What follows belongs to an exercise in optimizing a design on an open flow for small area, a short achievable clock period and few clock cycles per item; a production flow would make more cautious choices.
The RTL was checked by simulation tests, not by an equivalence proof against the original design.
Power figures rest on the tool's default switching activity, not on a simulated workload.

--- config.mk ---
export PLATFORM = sky130hd
export DESIGN_NAME = positional_array_list_unit
export DESIGN_NICKNAME = positional_array_list_unit
export VERILOG_FILES = /design/flow/design.v
export SDC_FILE = /design/flow/constraint.sdc
export NUM_CORES = 4
export LEC_CHECK = 0
export CAP_MARGIN = 20
export CORE_MARGIN = 2
export CORE_UTILIZATION = 45
export PLACE_DENSITY = 0.55
export SLEW_MARGIN = 20
--- constraint.sdc ---
create_clock -name core_clock -period 5.5 [get_ports {clk}]
set_input_delay 1.1000 -clock core_clock [delete_from_list [all_inputs] [get_ports {clk}]]
set_output_delay 1.1000 -clock core_clock [all_outputs]
set_load 0.01 [all_outputs]
--- design.v ---
`default_nettype none
package pal_pkg;
  localparam int PAL_CAPACITY = 128;
  localparam int CMD_W = 2;
  localparam int POS_W = 8;
  localparam int VAL_W = 32;
  localparam int STS_W = 2;
  localparam int IDX_W = 7;
  localparam int LEN_W = 8;
  typedef enum logic [CMD_W-1:0] {
    CMD_INSERT = 2'd0,
    CMD_DELETE = 2'd1,
    CMD_LOCATE = 2'd2
  } pal_cmd_t;
  typedef enum logic [STS_W-1:0] {
    ST_OK       = 2'd0,
    ST_BAD      = 2'd1,
    ST_NOTFOUND = 2'd2
  } pal_status_t;
  typedef enum logic [1:0] {
    S_IDLE,
    S_SCAN,
    S_FINISH
  } pal_state_t;
endpackage
`default_nettype wire
`default_nettype none
import pal_pkg::*;
module pal_store #(
  parameter int CAPACITY = pal_pkg::PAL_CAPACITY,
  parameter int GRP      = 8,
  localparam int ADDR_W  = $clog2(CAPACITY),
  localparam int NGRP    = CAPACITY / GRP,
  localparam int GIDX_W  = $clog2(GRP),
  localparam int LO_W    = 4,
  localparam int HI_W    = ADDR_W - LO_W
) (
  input  wire logic                      clk,
  input  wire logic                      phase,     
  input  wire logic                      shift,     
  input  wire logic                      load,      
  input  wire logic [ADDR_W-1:0]         slot,      
  input  wire logic [ADDR_W-1:0]         x,         
  input  wire logic [ADDR_W-1:0]         y,
  input  wire logic                      r_wrap,    
  input  wire logic                      r_some,    
  input  wire logic                      r_all,     
  input  wire logic [pal_pkg::VAL_W-1:0] val,       
  output      logic [NGRP-1:0]           g_any,     
  output      logic [NGRP*GIDX_W-1:0]    g_idx,     
  output      logic [NGRP-1:0]           g_any_hi,  
  output      logic [NGRP*GIDX_W-1:0]    g_idx_hi,
  output      logic [pal_pkg::VAL_W-1:0] rd_raw     
);
  logic [VAL_W-1:0]    ent [CAPACITY];
  logic [VAL_W-1:0]    valp;    
  assign valp = val ^ {VAL_W{phase}};
  logic [(1<<HI_W)-1:0] x_hgt, x_heq, y_hgt, y_heq, s_heq;
  logic [(1<<LO_W)-1:0] x_lgt, y_lgt, s_leq;
  always_comb begin
    for (int h = 0; h < (1 << HI_W); h++) begin
      x_hgt[h] = (HI_W'(h) >  x[ADDR_W-1:LO_W]);
      x_heq[h] = (HI_W'(h) == x[ADDR_W-1:LO_W]);
      y_hgt[h] = (HI_W'(h) >  y[ADDR_W-1:LO_W]);
      y_heq[h] = (HI_W'(h) == y[ADDR_W-1:LO_W]);
      s_heq[h] = (HI_W'(h) == slot[ADDR_W-1:LO_W]);
    end
    for (int l = 0; l < (1 << LO_W); l++) begin
      x_lgt[l] = (LO_W'(l) >  x[LO_W-1:0]);
      y_lgt[l] = (LO_W'(l) >  y[LO_W-1:0]);
      s_leq[l] = (LO_W'(l) == slot[LO_W-1:0]);
    end
  end
  logic [CAPACITY-1:0] at;       
  logic [CAPACITY-1:0] gt_x;     
  logic [CAPACITY-1:0] m;        
  logic [CAPACITY-1:0] m_hi;     
  for (genvar i = 0; i < CAPACITY; i++) begin : g_ent
    localparam int IH = i >> LO_W;
    localparam int IL = i % (1 << LO_W);
    logic le_y, in_r;
    logic s_up, s_ld, s_hd;
    assign gt_x[i] = x_hgt[IH] | (x_heq[IH] & x_lgt[IL]);
    assign le_y    = ~(y_hgt[IH] | (y_heq[IH] & y_lgt[IL]));
    assign at[i]   = s_heq[IH] & s_leq[IL];
    assign in_r    = r_all | (r_some & (r_wrap ? (gt_x[i] | le_y) : (gt_x[i] & le_y)));
    assign s_up = shift & in_r;
    assign s_ld = load & at[i];
    assign s_hd = ~(s_up | s_ld);
    always_ff @(posedge clk) begin
      ent[i] <= ~(({VAL_W{s_hd}} & ent[i]) |
                  ({VAL_W{s_up}} & ent[(i + CAPACITY - 1) % CAPACITY]) |
                  ({VAL_W{s_ld}} & valp));
    end
    assign m[i]    = (ent[i] == valp) && in_r;
    assign m_hi[i] = m[i] && gt_x[i];
  end
  always_comb begin
    rd_raw = '0;
    for (int i = 0; i < CAPACITY; i++) begin
      rd_raw = rd_raw | (ent[i] & {VAL_W{at[i]}});
    end
  end
  for (genvar g = 0; g < NGRP; g++) begin : g_grp
    logic [GIDX_W-1:0] idx, idx_hi;
    always_comb begin
      idx    = '0;
      idx_hi = '0;
      for (int k = GRP - 1; k >= 0; k--) begin
        if (m[g*GRP + k])    idx    = GIDX_W'(k);
        if (m_hi[g*GRP + k]) idx_hi = GIDX_W'(k);
      end
    end
    assign g_any[g]    = |m[g*GRP +: GRP];
    assign g_any_hi[g] = |m_hi[g*GRP +: GRP];
    assign g_idx[g*GIDX_W +: GIDX_W]    = idx;
    assign g_idx_hi[g*GIDX_W +: GIDX_W] = idx_hi;
  end
endmodule
`default_nettype wire
`default_nettype none
import pal_pkg::*;
module pal_seq #(
  parameter int CAPACITY = pal_pkg::PAL_CAPACITY,
  parameter int GRP      = 8,
  localparam int ADDR_W  = $clog2(CAPACITY),
  localparam int CNT_W   = $clog2(CAPACITY + 1),
  localparam int NGRP    = CAPACITY / GRP,
  localparam int GIDX_W  = $clog2(GRP),
  localparam int GNUM_W  = ADDR_W - GIDX_W
) (
  input  wire logic                      clk,
  input  wire logic                      rst,
  input  wire logic                      req_valid,
  output      logic                      req_ready,
  input  wire logic [pal_pkg::CMD_W-1:0] req_command,
  input  wire logic [pal_pkg::POS_W-1:0] req_position,
  input  wire logic [pal_pkg::VAL_W-1:0] req_item_value,
  output      logic                      rsp_valid,
  input  wire logic                      rsp_ready,
  output      logic [pal_pkg::STS_W-1:0] rsp_status,
  output      logic [pal_pkg::VAL_W-1:0] rsp_removed_value,
  output      logic [pal_pkg::IDX_W-1:0] rsp_found_index,
  output      logic [pal_pkg::LEN_W-1:0] rsp_list_length,
  output      logic                      st_phase,
  output      logic                      st_shift,
  output      logic                      st_load,
  output      logic [ADDR_W-1:0]         st_slot,
  output      logic [ADDR_W-1:0]         st_x,
  output      logic [ADDR_W-1:0]         st_y,
  output      logic                      st_wrap,
  output      logic                      st_some,
  output      logic                      st_all,
  output      logic [pal_pkg::VAL_W-1:0] st_val,
  input  wire logic [NGRP-1:0]           st_g_any,
  input  wire logic [NGRP*GIDX_W-1:0]    st_g_idx,
  input  wire logic [NGRP-1:0]           st_g_any_hi,
  input  wire logic [NGRP*GIDX_W-1:0]    st_g_idx_hi,
  input  wire logic [pal_pkg::VAL_W-1:0] st_rd_raw
);
  localparam int CMP_W = ((CNT_W > POS_W) ? CNT_W : POS_W) + 1;
  logic [CNT_W-1:0]  count;
  logic [ADDR_W-1:0] head;
  logic              phase;
  logic              p_valid;
  logic [CMD_W-1:0]  p_cmd;
  logic [POS_W-1:0]  p_pos;
  logic [VAL_W-1:0]  p_val;
  logic              a_valid;
  logic [CMD_W-1:0]  a_cmd;
  logic              a_ins;
  logic              a_del;
  logic [ADDR_W-1:0] a_slot;
  logic [ADDR_W-1:0] a_x;
  logic [ADDR_W-1:0] a_y;
  logic              a_wrap;
  logic              a_some;
  logic              a_all;
  logic [VAL_W-1:0]  a_val;
  logic [CNT_W-1:0]  a_len;
  logic [ADDR_W-1:0] a_head;
  logic                   b_valid;
  logic [CMD_W-1:0]       b_cmd;
  logic                   b_ok;
  logic                   b_del;
  logic                   b_phase;
  logic [CNT_W-1:0]       b_len;
  logic [ADDR_W-1:0]      b_head;
  logic [VAL_W-1:0]       b_rd;
  logic [NGRP-1:0]        b_any, b_any_hi;
  logic [NGRP*GIDX_W-1:0] b_idx, b_idx_hi;
  logic [1:0]        q_cnt;
  logic              o_valid;
  logic [STS_W-1:0]  o_status,  s_status;
  logic [VAL_W-1:0]  o_removed, s_removed;
  logic [IDX_W-1:0]  o_index,   s_index;
  logic [LEN_W-1:0]  o_length,  s_length;
  logic              accept, move_p, exec, move_b, take;
  logic [CMP_W-1:0]  posx, cntx;
  logic              ok_ins, ok_del;
  logic [CNT_W-1:0]  count_next;
  logic [ADDR_W-1:0] pslot, eslot;
  logic [ADDR_W-1:0] rx, ry;
  logic              rsome, rall;
  logic              p_valid_next, a_valid_next, b_valid_next;
  logic [1:0]        q_cnt_next;
  logic              found, found_hi;
  logic [GNUM_W-1:0] fg_hi, fg_any;
  logic [ADDR_W-1:0] fslot;
  logic [STS_W-1:0]  r_status;
  logic [VAL_W-1:0]  r_removed;
  logic [IDX_W-1:0]  r_index;
  assign take   = o_valid && rsp_ready;
  assign move_b = b_valid && (q_cnt != 2'd2);
  assign exec   = a_valid && (!b_valid || move_b);
  assign move_p = p_valid && (!a_valid || exec);
  assign accept = req_valid && req_ready;
  assign posx   = CMP_W'(p_pos);
  assign cntx   = CMP_W'(count);
  assign ok_ins = (p_cmd == CMD_INSERT) && (p_pos != '0) &&
                  (posx <= cntx + CMP_W'(1)) && (cntx < CMP_W'(CAPACITY));
  assign ok_del = (p_cmd == CMD_DELETE) && (p_pos != '0) && (posx <= cntx);
  always_comb begin
    count_next = count;
    if (ok_ins) count_next = count + CNT_W'(1);
    if (ok_del) count_next = count - CNT_W'(1);
  end
  assign pslot = head + ADDR_W'(p_pos) - ADDR_W'(1);
  assign eslot = head + ADDR_W'(count);
  always_comb begin
    rx    = head - ADDR_W'(1);
    ry    = eslot - ADDR_W'(1);
    rsome = (count != '0);
    rall  = (cntx == CMP_W'(CAPACITY));
    case (p_cmd)
      CMD_INSERT: begin
        rx    = pslot;
        ry    = eslot;
        rsome = (posx <= cntx);
        rall  = 1'b0;
      end
      CMD_DELETE: begin
        rx    = head;
        ry    = pslot;
        rsome = (posx >= CMP_W'(2));
        rall  = 1'b0;
      end
      default: ;
    endcase
  end
  assign st_phase = phase;
  assign st_shift = exec && (a_ins || a_del);
  assign st_load  = exec && a_ins;
  assign st_slot  = a_slot;
  assign st_x     = a_x;
  assign st_y     = a_y;
  assign st_wrap  = a_wrap;
  assign st_some  = a_some;
  assign st_all   = a_all;
  assign st_val   = a_val;
  always_comb begin
    found    = |b_any;
    found_hi = |b_any_hi;
    fg_hi    = '0;
    fg_any   = '0;
    for (int g = NGRP - 1; g >= 0; g--) begin
      if (b_any_hi[g]) fg_hi  = GNUM_W'(g);
      if (b_any[g])    fg_any = GNUM_W'(g);
    end
    if (found_hi) fslot = {fg_hi,  b_idx_hi[fg_hi*GIDX_W +: GIDX_W]};
    else          fslot = {fg_any, b_idx[fg_any*GIDX_W +: GIDX_W]};
  end
  always_comb begin
    r_status  = ST_BAD;
    r_index   = '0;
    r_removed = b_del ? (b_rd ^ {VAL_W{b_phase}}) : '0;
    case (b_cmd)
      CMD_INSERT: if (b_ok) r_status = ST_OK;
      CMD_DELETE: if (b_ok) r_status = ST_OK;
      CMD_LOCATE: begin
        if (found) begin
          r_status = ST_OK;
          r_index  = IDX_W'(fslot - b_head);
        end else begin
          r_status = ST_NOTFOUND;
        end
      end
      default: r_status = ST_BAD;
    endcase
  end
  always_comb begin
    p_valid_next = p_valid;
    if (move_p) p_valid_next = 1'b0;
    if (accept) p_valid_next = 1'b1;
    a_valid_next = a_valid;
    if (exec)   a_valid_next = 1'b0;
    if (move_p) a_valid_next = 1'b1;
    b_valid_next = b_valid;
    if (move_b) b_valid_next = 1'b0;
    if (exec)   b_valid_next = 1'b1;
    q_cnt_next = q_cnt;
    case ({move_b, take})
      2'b10:   q_cnt_next = q_cnt + 2'd1;
      2'b01:   q_cnt_next = q_cnt - 2'd1;
      default: q_cnt_next = q_cnt;
    endcase
  end
  always_ff @(posedge clk) begin
    if (rst) begin
      count     <= '0;
      head      <= '0;
      phase     <= 1'b0;
      p_valid   <= 1'b0;
      a_valid   <= 1'b0;
      b_valid   <= 1'b0;
      q_cnt     <= 2'd0;
      o_valid   <= 1'b0;
      req_ready <= 1'b1;
    end else begin
      phase     <= ~phase;
      if (move_p) begin
        count <= count_next;
        if (ok_del) head <= head + ADDR_W'(1);
      end
      p_valid   <= p_valid_next;
      a_valid   <= a_valid_next;
      b_valid   <= b_valid_next;
      q_cnt     <= q_cnt_next;
      o_valid   <= (q_cnt_next != 2'd0);
      req_ready <= !p_valid_next || !a_valid_next || !b_valid_next ||
                   (q_cnt_next != 2'd2);
    end
  end
  always_ff @(posedge clk) begin
    if (accept) begin
      p_cmd <= req_command;
      p_pos <= req_position;
      p_val <= req_item_value;
    end
  end
  always_ff @(posedge clk) begin
    if (move_p) begin
      a_cmd  <= p_cmd;
      a_ins  <= ok_ins;
      a_del  <= ok_del;
      a_slot <= pslot;
      a_x    <= rx;
      a_y    <= ry;
      a_wrap <= (rx > ry);
      a_some <= rsome;
      a_all  <= rall;
      a_val  <= p_val;
      a_len  <= count_next;
      a_head <= head;
    end
  end
  always_ff @(posedge clk) begin
    if (exec) begin
      b_cmd    <= a_cmd;
      b_ok     <= a_ins | a_del;
      b_del    <= a_del;
      b_phase  <= phase;
      b_len    <= a_len;
      b_head   <= a_head;
      b_rd     <= st_rd_raw;
      b_any    <= st_g_any;
      b_idx    <= st_g_idx;
      b_any_hi <= st_g_any_hi;
      b_idx_hi <= st_g_idx_hi;
    end
  end
  always_ff @(posedge clk) begin
    if (q_cnt == 2'd0 || take) begin
      if (q_cnt == 2'd2) begin
        o_status  <= s_status;
        o_removed <= s_removed;
        o_index   <= s_index;
        o_length  <= s_length;
      end else begin
        o_status  <= r_status;
        o_removed <= r_removed;
        o_index   <= r_index;
        o_length  <= LEN_W'(b_len);
      end
    end
    if (q_cnt == 2'd1 && !take) begin
      s_status  <= r_status;
      s_removed <= r_removed;
      s_index   <= r_index;
      s_length  <= LEN_W'(b_len);
    end
  end
  assign rsp_valid         = o_valid;
  assign rsp_status        = o_status;
  assign rsp_removed_value = o_removed;
  assign rsp_found_index   = o_index;
  assign rsp_list_length   = o_length;
endmodule
`default_nettype wire
`default_nettype none
import pal_pkg::*;
module positional_array_list_unit #(
  parameter int CAPACITY = pal_pkg::PAL_CAPACITY
) (
  input  wire logic                      clk,
  input  wire logic                      rst,
  input  wire logic                      req_valid,
  output      logic                      req_ready,
  input  wire logic [pal_pkg::CMD_W-1:0] req_command,
  input  wire logic [pal_pkg::POS_W-1:0] req_position,
  input  wire logic [pal_pkg::VAL_W-1:0] req_item_value,
  output      logic                      rsp_valid,
  input  wire logic                      rsp_ready,
  output      logic [pal_pkg::STS_W-1:0] rsp_status,
  output      logic [pal_pkg::VAL_W-1:0] rsp_removed_value,
  output      logic [pal_pkg::IDX_W-1:0] rsp_found_index,
  output      logic [pal_pkg::LEN_W-1:0] rsp_list_length
);
  localparam int ADDR_W = $clog2(CAPACITY);
  localparam int GRP    = 8;
  localparam int NGRP   = CAPACITY / GRP;
  localparam int GIDX_W = $clog2(GRP);
  logic                st_phase;
  logic                st_shift;
  logic                st_load;
  logic [ADDR_W-1:0]   st_slot;
  logic [ADDR_W-1:0]   st_x;
  logic [ADDR_W-1:0]   st_y;
  logic                st_wrap;
  logic                st_some;
  logic                st_all;
  logic [VAL_W-1:0]    st_val;
  logic [NGRP-1:0]        st_g_any, st_g_any_hi;
  logic [NGRP*GIDX_W-1:0] st_g_idx, st_g_idx_hi;
  logic [VAL_W-1:0]       st_rd_raw;
  pal_store #(.CAPACITY(CAPACITY), .GRP(GRP)) u_store (
    .clk     (clk),
    .phase   (st_phase),
    .shift   (st_shift),
    .load    (st_load),
    .slot    (st_slot),
    .x       (st_x),
    .y       (st_y),
    .r_wrap  (st_wrap),
    .r_some  (st_some),
    .r_all   (st_all),
    .val     (st_val),
    .g_any    (st_g_any),
    .g_idx    (st_g_idx),
    .g_any_hi (st_g_any_hi),
    .g_idx_hi (st_g_idx_hi),
    .rd_raw   (st_rd_raw)
  );
  pal_seq #(.CAPACITY(CAPACITY), .GRP(GRP)) u_seq (
    .clk               (clk),
    .rst               (rst),
    .req_valid         (req_valid),
    .req_ready         (req_ready),
    .req_command       (req_command),
    .req_position      (req_position),
    .req_item_value    (req_item_value),
    .rsp_valid         (rsp_valid),
    .rsp_ready         (rsp_ready),
    .rsp_status        (rsp_status),
    .rsp_removed_value (rsp_removed_value),
    .rsp_found_index   (rsp_found_index),
    .rsp_list_length   (rsp_list_length),
    .st_phase          (st_phase),
    .st_shift          (st_shift),
    .st_load           (st_load),
    .st_slot           (st_slot),
    .st_x              (st_x),
    .st_y              (st_y),
    .st_wrap           (st_wrap),
    .st_some           (st_some),
    .st_all            (st_all),
    .st_val            (st_val),
    .st_g_any          (st_g_any),
    .st_g_idx          (st_g_idx),
    .st_g_any_hi       (st_g_any_hi),
    .st_g_idx_hi       (st_g_idx_hi),
    .st_rd_raw         (st_rd_raw)
  );
endmodule
`default_nettype wire
--- run.sh ---
#!/bin/bash
# synth_recipe.tcl (not shown) runs the flow's synth.tcl, then flattens the netlist and writes it again
# the make line also repeats each setting of config.mk as NAME=value (left out here)
make -C /OpenROAD-flow-scripts/flow DESIGN_CONFIG=/design/flow/config.mk WORK_HOME=/design/flow/orfs CLKGATE_MAP_FILE= SYNTH_SCRIPT=/design/flow/synth_recipe.tcl finish
==> run notes, run 1 <==
- The first global-routing pass estimated 4180000 um of wire.
- The placed instance area is 274000 sq um.
- The number of buffers inserted during clock tree synthesis is 524.
- The largest net degree at the start of global routing is 113.
- The run stopped with a tool error.
- The top-level port count is 97.
- A synthesized cell averages 8.88 sq um.
- The synthesized area is 248000 sq um.
- The via count of the first global-routing pass is 347000.
- The initial utilization of the core area, before any placement, comes to 45.2%.
- The number of placement rows is 272.
- The number of gates resized after CTS was 0.
- The run ended at global routing.
- The number of setup buffers added after CTS is 0.
- The total of flip-flops plus latches after synthesis is 4514.
- Global routing consumed, over all layers together, 110% of the routing resources.
- The clock passes through at most 4 buffers.
- From bottom edge to top edge, the die measures 747 um.
- The fraction of synthesis flops using an asynchronous set or reset pin is 0%.
- The TritonCTS sink count is 4514.
- After global routing the overflow that remains totals 69300.
- The H-tree depth reported by CTS is 6.
- Among all flip-flop cells after synthesis, the most frequent one is dfxtp_1.
- Input and output buffers added on the ports amount to 96.
- The first error in the log reads "[ERROR GRT-0116] Global routing finished with congestion. Check the congestion regions in the DRC Viewer".
- The post-synthesis cell type count is 93.
- At the end of routability-driven placement, the weighted congestion stood at 1.99.
- The register area share after synthesis is 38.0%.
- Ranked by total cell area, the synthesized netlist is headed by dfxtp_1, a221oi_1, xor2_1.
- Summed over all instances, the cell type with the most area after synthesis is dfxtp_1.
- Measured along the x axis, the die boundary spans 747 um.
- The area share of the largest cell type after synthesis is 33.2%.
- The root cell of the clock tree is clkbuf_16.
- The pre-CTS setup slack is 399 ps.
- For this design, the CTS-stage hold fixing added 0 buffers.
- Detailed placement finished with a half-perimeter wire length of 2260000 um.
- Counting every instance in the synthesized netlist gives 28000.
- For this run, the number of Yosys warnings is 3.
- The count of flip-flops with a built-in enable after synthesis is 395.
- Synthesis produced a netlist with a net count of 28100.
==> power by group through the flow <==
stage | logic (uW) | clock network, uW | registers (uW)
global placement | 46900 | 0 | 88900
detailed placement | 47700 | 0 | 88900
CTS | 48000 | 36800 | 88300
floorplan | 23800 | 0 | 56200
==> per-layer routing <==
metal / GRT overflow / track usage [%]
met1: 14200 / 105
met2: 37800 / 130
met3: 7930 / 98.4
met4: 8426 / 104
met5: 870 / 87.2
==> worst min-delay path by stage <==
stage	from	to	slack (ps)
3_5_place_dp	u_seq.p_val[20]$_DFFE_PP_	u_seq.a_val[20]$_DFFE_PP_	400
2_1_floorplan	u_seq.p_val[0]$_DFFE_PP_	u_seq.a_val[0]$_DFFE_PP_	400
3_3_place_gp	u_seq.a_head[6]$_DFFE_PP_	u_seq.b_head[6]$_DFFE_PP_	400
4_1_cts	u_seq.p_val[17]$_DFFE_PP_	u_seq.a_val[17]$_DFFE_PP_	410
==> Yosys cell counts, types with 270 or more instances <==
master	instances
edfxtp_1	395
nor4_1	946
clkbuf_1	2160
a221oi_1	4874
a22o_1	773
nand2_1	657
nand4_1	1156
a22oi_1	547
xor2_1	2481
xnor2_1	1680
nor3_1	317
nor2_1	4791
a21oi_1	443
nand3_1	337
buf_2	270
dfxtp_1	4119
==> logic make-up after synthesis <==
family / after synthesis / share of synthesized area (%)
compound gates: 7439 / 24.9
xor+xnor: 4197 / 15.0
fa+ha+maj: 103 / 0.484
buf+inv: 2887 / 4.94
flops: 4514 / 38.0
mux: 106 / 0.469
simple gates: 8704 / 16.2
==> per-stage QoR <==
stage          util (%)  cells  total power [uW]
2_1_floorplan         -  28000             79900
3_3_place_gp       49.9  35200            136000
3_5_place_dp       50.0  35200            137000
4_1_cts            53.2  36200            173000
Testbench counts, summed over its fixed seeds: cycles 5,632, items 5,600.
==> run 2: changes to the inputs <==
--- a/config.mk
+++ b/config.mk
@@ -9,4 +9,5 @@
 export CORE_MARGIN = 2
 export CORE_UTILIZATION = 45
 export PLACE_DENSITY = 0.55
+export SETUP_SLACK_MARGIN = 2.0
 export SLEW_MARGIN = 20
==> run notes, run 2 <==
- The commonest cells after synthesis are a221oi_1, nor2_1, dfxtp_1.
- The largest net degree at the start of global routing is 89.
- The total half-perimeter wirelength after legalization and detailed placement is 2260000 um (about the same).
- The root cell of the clock tree is clkbuf_16.
- The count of flip-flops with a built-in enable after synthesis is 395 (unchanged).
- The total nets after synthesis is 28100 (unchanged).
- For this run, the total global-route usage over all layers was measured as 115%.
- The top-level port count is 97 (unchanged).
- The fraction of synthesis flops using an asynchronous set or reset pin is 0% (unchanged).
- The global placer's final weighted congestion was 2.02 (+1.6%).
- The starting density of the core was 45.2% (unchanged).
- The first global-routing pass estimated 4350000 um of wire.
- The run stopped with a tool error.
- The H-tree depth reported by CTS was 6 (unchanged).
- The area share of the largest cell type after synthesis is 33.2% (unchanged).
- The post-synthesis cell type count is 93 (unchanged).
- The count of buffers inserted at the top-level ports is 96 (unchanged).
- The TritonCTS sink count is 4514 (unchanged).
- Sorting the synthesized cells by area gives the leading types as dfxtp_1, a221oi_1, xor2_1.
- Among all cell types in the netlist, the one instantiated most often is a221oi_1.
- The x dimension of the die is 747 um (unchanged).
- The buffer depth of the longest clock path came to 4 (unchanged).
- The number of hold-repair buffers added at the cts stage is 0 (unchanged).
- The mean instance size in the synthesized netlist is 8.88 sq um (unchanged).
- The number of buffers inserted during clock tree synthesis is 531 (+1.3%).
- The synthesized area is 248000 sq um (unchanged).
- The register area share after synthesis came to 38.0% (unchanged).
- The overall overflow remaining after global route is 86100.
- It got as far as global routing and failed there.
- The first error in the log reads "[ERROR GRT-0116] Global routing finished with congestion. Check the congestion regions in the DRC Viewer".
- The yosys synthesis warning count is 3 (unchanged).
- dfxtp_1 takes more of the synthesized area than any other cell.
- The main flop type after synthesis is dfxtp_1.
- The number of instances in the synthesized netlist was 28000 (unchanged).
- The via count of the first global-routing pass is 361000.
- The height of the chip is 747 um (unchanged).
- The total of flip-flops plus latches after synthesis was 4514 (unchanged).
- The number of placement rows is 272 (unchanged).
run 2: power groups by stage:
stage	registers [uW]	logic, uW	clock network [uW]
2_1_floorplan	56400	24100	0
3_3_place_gp	89600	46600	0
3_5_place_dp	89600	47500	0
4_1_cts	89200	51000	37400
run 2: timing repair:
action,CTS
cloned,141
setup endpoints to repair,3693
pin swaps,501
setup buffers,1060
resized for setup,1815
run 2: cell families after synthesis:
family / Yosys count / share of synthesized area [%]
mux: 106 / 0.469
xor+xnor: 4197 / 15.0
simple gates: 8704 / 16.2
flops: 4514 / 38.0
compound gates: 7439 / 24.9
fa+ha+maj: 103 / 0.484
buf+inv: 2887 / 4.94
run 2: how the worst max path moves through the flow:
stage,startpoint,end,slack [ps],cells after the start
2_1_floorplan,u_seq.b_any_hi[10]$_DFFE_PP_,u_seq.o_index[5]$_DFFE_PP_,1640,18
3_3_place_gp,u_seq.a_val[4]$_DFFE_PP_,u_seq.b_idx_hi[16]$_SDFFCE_PP0P_,-450,9
3_5_place_dp,u_seq.a_slot[3]$_DFFE_PP_,u_seq.b_rd[0]$_DFFE_PP_,370,10
4_1_cts,u_seq.phase$_SDFF_PP0_,u_seq.b_idx_hi[11]$_SDFFCE_PP0P_,1470,17
run 2: per-layer routing:
layer | overflow | GRT usage [%]
met5 | 963 | 90.2
met2 | 47500 | 139
met1 | 18300 | 109
met3 | 10100 | 102
met4 | 9268 | 107
run 2: metrics by stage:
stage | setup slack (ps) | util (%) | cell area, sq um | total power [uW] | std cells
4_1_cts | 1470 | 57.5 | 316000 | 178000 | 37300
3_5_place_dp | 366 | 50.0 | 275000 | 137000 | 35100
3_3_place_gp | -451 | 49.9 | 274000 | 136000 | 35100
2_1_floorplan | 1640 | - | 251000 | 80600 | 28000
